This design comes from an exercise in tuning for small area on the open sky130 flow, not from production work.
In this exercise RTL edits were held to simulation tests only and were not proved equivalent to the original.
Power and IR drop assume default switching activity.

Setup of garnet:
==> flow/design.v (excerpt) <==
module workloadClassifier (
    input  logic                  clk,
    input  logic                  reset,
    input  logic                  instructionValid,
    input  logic [6:0]            opcode,
    output logic [7:0]            computeToll,
    output logic [7:0]            memToll,
    output logic [7:0]            controlToll,
    output classifierPkg::formatT workloadFormat,
    output logic [3:0]            workloadConfidence,
    output logic [15:0]           classificationCount,
    output logic [7:0]            adaptationRate,
    output logic                  classificationValid
);
Size in the first run: roughly 53 flip-flops, about 66 I/O pins, ~6700 um2 of cells after synthesis.
Settings: LEC_CHECK=0, ABC_AREA=1, CAP_MARGIN=20, CORE_MARGIN=2, CORE_UTILIZATION=40, SLEW_MARGIN=20; clock period 50.0 ns.
run.sh (not shown) runs the stock make flow with config.mk's settings and CLKGATE_MAP_FILE= SYNTH_SCRIPT=/design/flow/synth_recipe.tcl, a recipe that flattens the netlist after the stock synthesis.
The inputs of xenon differ from those of garnet as listed below.
==> flow/flow/run.sh (new file) <==
#!/bin/bash
# Own layout flow: the standard flow (standard.sh) with three changes, all for area:
#  - synthesis is the standard flow's synthesis script with only the final ABC mapping script replaced
#    (flow/synth.tcl, flow/abc.script: area mapping without delay buffering and upsizing),
#    and without the half/full-adder cell extraction (ADDER_MAP_FILE empty);
#  - the port buffers are buf_1 cells.
# Registers, their names and cell types are those of the standard synthesis.
set -euo pipefail
export OWN_ABC_SCRIPT="$PWD/flow/abc.script"
bash standard.sh SYNTH_SCRIPT="$PWD/flow/synth.tcl" ADDER_MAP_FILE= \
  BUFFER_PORTS_ARGS="-buffer_cell sky130_fd_sc_hd__buf_1" finish > "$PWD/flow_make.log" 2>&1
==> flow/flow/abc.script (new file) <==
strash
dch
map -a
mfs2 -a
topo
==> flow/flow/synth.tcl (new file) <==
# The standard flow's synthesis script (synth_recipe.tcl), with only the final ABC mapping script replaced by
# flow/abc.script (area mapping without the delay-driven buffering and upsizing).
proc synth {args} { yosys synth -nofsm -noshare {*}$args }
proc abc {args} {
  set i [lsearch -exact $args -script]
  if { $i >= 0 } {
    set args [lreplace $args [expr { $i + 1 }] [expr { $i + 1 }] $::env(OWN_ABC_SCRIPT)]
  }
  yosys abc {*}$args
}
source $::env(SCRIPTS_DIR)/synth.tcl
# left out here: clear keep_hierarchy, flatten, clean up, hide names made inside functions, write 1_2_yosys.v
==> flow/standard.sh (new file) <==
#!/bin/bash
# synth_recipe.tcl (not shown) runs the flow's synth.tcl, then flattens the netlist and writes it again
# the make line also repeats each setting of config.mk as NAME=value (left out here)
make -C /OpenROAD-flow-scripts/flow DESIGN_CONFIG=/design/flow/config.mk WORK_HOME=/design/flow/orfs CLKGATE_MAP_FILE= SYNTH_SCRIPT=/design/flow/synth_recipe.tcl "${@:-finish}"
diff --git a/flow/config.mk b/flow/config.mk
--- a/flow/config.mk
+++ b/flow/config.mk
@@ -11,0 +12 @@
+export CTS_BUF_LIST = sky130_fd_sc_hd__clkbuf_2 sky130_fd_sc_hd__clkbuf_4
removed: flow/run.sh
--- outcome ---
Stage in which a tool error killed xenon: 1_2_yosys.

---

Setup of run 1:
workloadClassifier, a different RTL version from the one above (not shown whole).
For scale: about 53 flip-flops, roughly 66 I/O pins, roughly 5100 um^2 of cells after synthesis.
Design workloadClassifier, start of the top module:
module workloadClassifier (
    input  logic                  clk,
    input  logic                  reset,
    input  logic                  instructionValid,
    input  logic [6:0]            opcode,
    output logic [7:0]            computeToll,
    output logic [7:0]            memToll,
    output logic [7:0]            controlToll,
    output classifierPkg::formatT workloadFormat,
    output logic [3:0]            workloadConfidence,
    output logic [15:0]           classificationCount,
    output logic [7:0]            adaptationRate,
    output logic                  classificationValid
);
==> flow/config.mk <==
export PLATFORM = sky130hd
export DESIGN_NAME = workloadClassifier
export DESIGN_NICKNAME = workloadClassifier
export VERILOG_FILES = /design/flow/design.v
export SDC_FILE = /design/flow/constraint.sdc
export NUM_CORES = 4
export LEC_CHECK = 0
export ABC_AREA = 1
export CAP_MARGIN = 20
export CORE_MARGIN = 2
export CORE_UTILIZATION = 60
export CTS_BUF_LIST = sky130_fd_sc_hd__clkbuf_8
export GPL_TIMING_DRIVEN = 0
export PLACE_DENSITY = 0.7
export SLEW_MARGIN = 20
==> flow/constraint.sdc <==
create_clock -name core_clock -period 50.0 [get_ports {clk}]
set_input_delay 10.0000 -clock core_clock [delete_from_list [all_inputs] [get_ports {clk}]]
set_output_delay 10.0000 -clock core_clock [all_outputs]
set_load 0.01 [all_outputs]
standard.sh (not shown) runs the stock make flow with config.mk's settings and CLKGATE_MAP_FILE= SYNTH_SCRIPT=/design/flow/synth_recipe.tcl, a recipe that flattens the netlist after the stock synthesis.
==> flow/flow/run.sh <==
#!/bin/bash
set -euo pipefail
export OWN_ABC_SCRIPT="$PWD/flow/abc.script"
bash standard.sh SYNTH_SCRIPT="$PWD/flow/synth.tcl" \
  BUFFER_PORTS_ARGS="-buffer_cell sky130_fd_sc_hd__buf_1" REMOVE_ABC_BUFFERS=1 SKIP_REPAIR_TIE_FANOUT=1 \
  CTS_ARGS="-sink_clustering_enable -repair_clock_nets -buf_list sky130_fd_sc_hd__clkbuf_8 -dont_use_dummy_load" \
  finish > "$PWD/flow_make.log" 2>&1
==> flow/flow/abc.script <==
strash
dc2
dch
amap
strash
dch
amap
topo
==> flow/flow/synth.tcl <==
# The standard flow's synthesis script (synth_recipe.tcl) with two changes, both to the combinational
# logic only: ABC maps with flow/abc.script (area mapping without the delay-driven buffering
# and upsizing), and no half/full-adder cells are extracted (extract_fa does nothing).
# Every other pass, and so every register and its name, is the standard synthesis's.
proc synth {args} { yosys synth -nofsm -noshare {*}$args }
proc extract_fa {args} { }
proc abc {args} {
  set i [lsearch -exact $args -script]
  if { $i >= 0 } {
    set args [lreplace $args [expr { $i + 1 }] [expr { $i + 1 }] $::env(OWN_ABC_SCRIPT)]
  }
  yosys abc {*}$args
}
source $::env(SCRIPTS_DIR)/synth.tcl
# left out here: clear keep_hierarchy, flatten, clean up, hide names made inside functions, write 1_2_yosys.v
Run 1: full flow OK, the timing, design-rule and antenna checks passed
Here is what was changed in the inputs of run 2 compared with run 1.
==> flow/flow/run.sh <==
#!/bin/bash
set -euo pipefail
export OWN_ABC_SCRIPT="$PWD/flow/abc.script"
bash standard.sh SYNTH_SCRIPT="$PWD/flow/synth.tcl" \
  BUFFER_PORTS_ARGS="-buffer_cell sky130_fd_sc_hd__buf_1" REMOVE_ABC_BUFFERS=1 \
  CTS_ARGS="-sink_clustering_enable -repair_clock_nets -buf_list sky130_fd_sc_hd__clkbuf_8 -dont_use_dummy_load" \
  finish > "$PWD/flow_make.log" 2>&1
Notes after the runs:
Sequential portion of the cell area of run 2 is on par with run 1.
On share of the clock period used by the worst path after layout, run 1 and run 2 are neck and neck.
Going from run 1 to run 2, detailed-routing wirelength on met1 fell by 150 um; static leakage rose by 0.017 nW.
Run 1 → run 2: setup slack picked up an extra 0.031 ns; total congestion overflow neither gained nor lost much.
Area fraction of clock buffers and clock inverters: run 1 vs run 2, no meaningful difference
--- input diff run 2..run 3 ---
Settings: a change of CTS_BUF_LIST from sky130_fd_sc_hd__clkbuf_8 to sky130_fd_sc_hd__clkbuf_16.
==> flow/flow/run.sh <==
#!/bin/bash
# Own layout flow: the standard flow (standard.sh) with two changes, both for area:
#  - synthesis (flow/synth.tcl) is the standard flow's synthesis script with only the combinational
#    mapping changed: ABC runs flow/abc.script (amap area mapping, twice, without the delay-driven
#    buffering and upsizing) and no half/full-adder cells are extracted. Registers, their
#    names and cell types are those of the standard synthesis;
#  - the port buffers are buf_1 cells, and the buffers synthesis puts on output ports that
#    share a driver are removed at floorplan (REMOVE_ABC_BUFFERS), as the port buffers
#    that placement adds take their place;
#  - clock tree synthesis builds the tree from clkbuf_16 cells with sink clusters of up to 60
#    registers, and inserts no dummy loads.
# Each tool's log is under orfs/logs/; make's own output is in flow_make.log.
set -euo pipefail
export OWN_ABC_SCRIPT="$PWD/flow/abc.script"
bash standard.sh SYNTH_SCRIPT="$PWD/flow/synth.tcl" \
  BUFFER_PORTS_ARGS="-buffer_cell sky130_fd_sc_hd__buf_1" REMOVE_ABC_BUFFERS=1 \
  CTS_ARGS="-sink_clustering_enable -repair_clock_nets -buf_list sky130_fd_sc_hd__clkbuf_16 -sink_clustering_size 60 -sink_clustering_max_diameter 400 -dont_use_dummy_load" \
  finish > "$PWD/flow_make.log" 2>&1
Findings:
- Result: PASS for each of run 3 and run 2
- [compare] base=run 2 new=run 3: wire length of the first global-routing pass climbed 550 um; number of stages on the worst setup path higher; power now larger.
- Per the comparison of run 3 with run 2, area added between synthesis and finish went up; share of cell area taken by flip-flops and latches -0.19 points; number of global-route vias before repair shows an increase of 0.75%.

separate check: timing with driven ports:
In the flow no input, the clock included, has a driving cell. The finished layouts below were timed again as built, in two steps.
Step 1 (the two cells are an assumption about what drives the block):
set clk [get_ports {clk}]
set_driving_cell -lib_cell sky130_fd_sc_hd__clkbuf_16 $clk
set_driving_cell -lib_cell sky130_fd_sc_hd__buf_2 [delete_from_list [all_inputs] $clk]
Step 2, shift: input delay + t, output delay - t, t = (earliest + latest rising clock arrival at the registers) / 2. This alone moves slack from input paths to output paths.
a / b / c = no drivers / after step 1 / after step 2; a / b = the first two.
run | t, ns | setup WS [ns] | worst hold slack (ns) | slew at the worst register clock pin (ns)
garnet | 0.337 | 36.176 / 36.137 / 36.474 | 0.456 / 0.456 / 0.456 | 0.08 / 0.08
run 1 | 0.331 | 32.785 / 32.751 / 33.082 | 0.451 / 0.451 / 0.451 | 0.10 / 0.10
run 2 | 0.334 | 32.816 / 32.785 / 33.118 | 0.459 / 0.459 / 0.459 | 0.11 / 0.11
run 3 | 0.323 | 32.738 / 32.704 / 33.027 | 0.452 / 0.452 / 0.452 | 0.08 / 0.08
After both steps setup and hold are still met in every run listed.
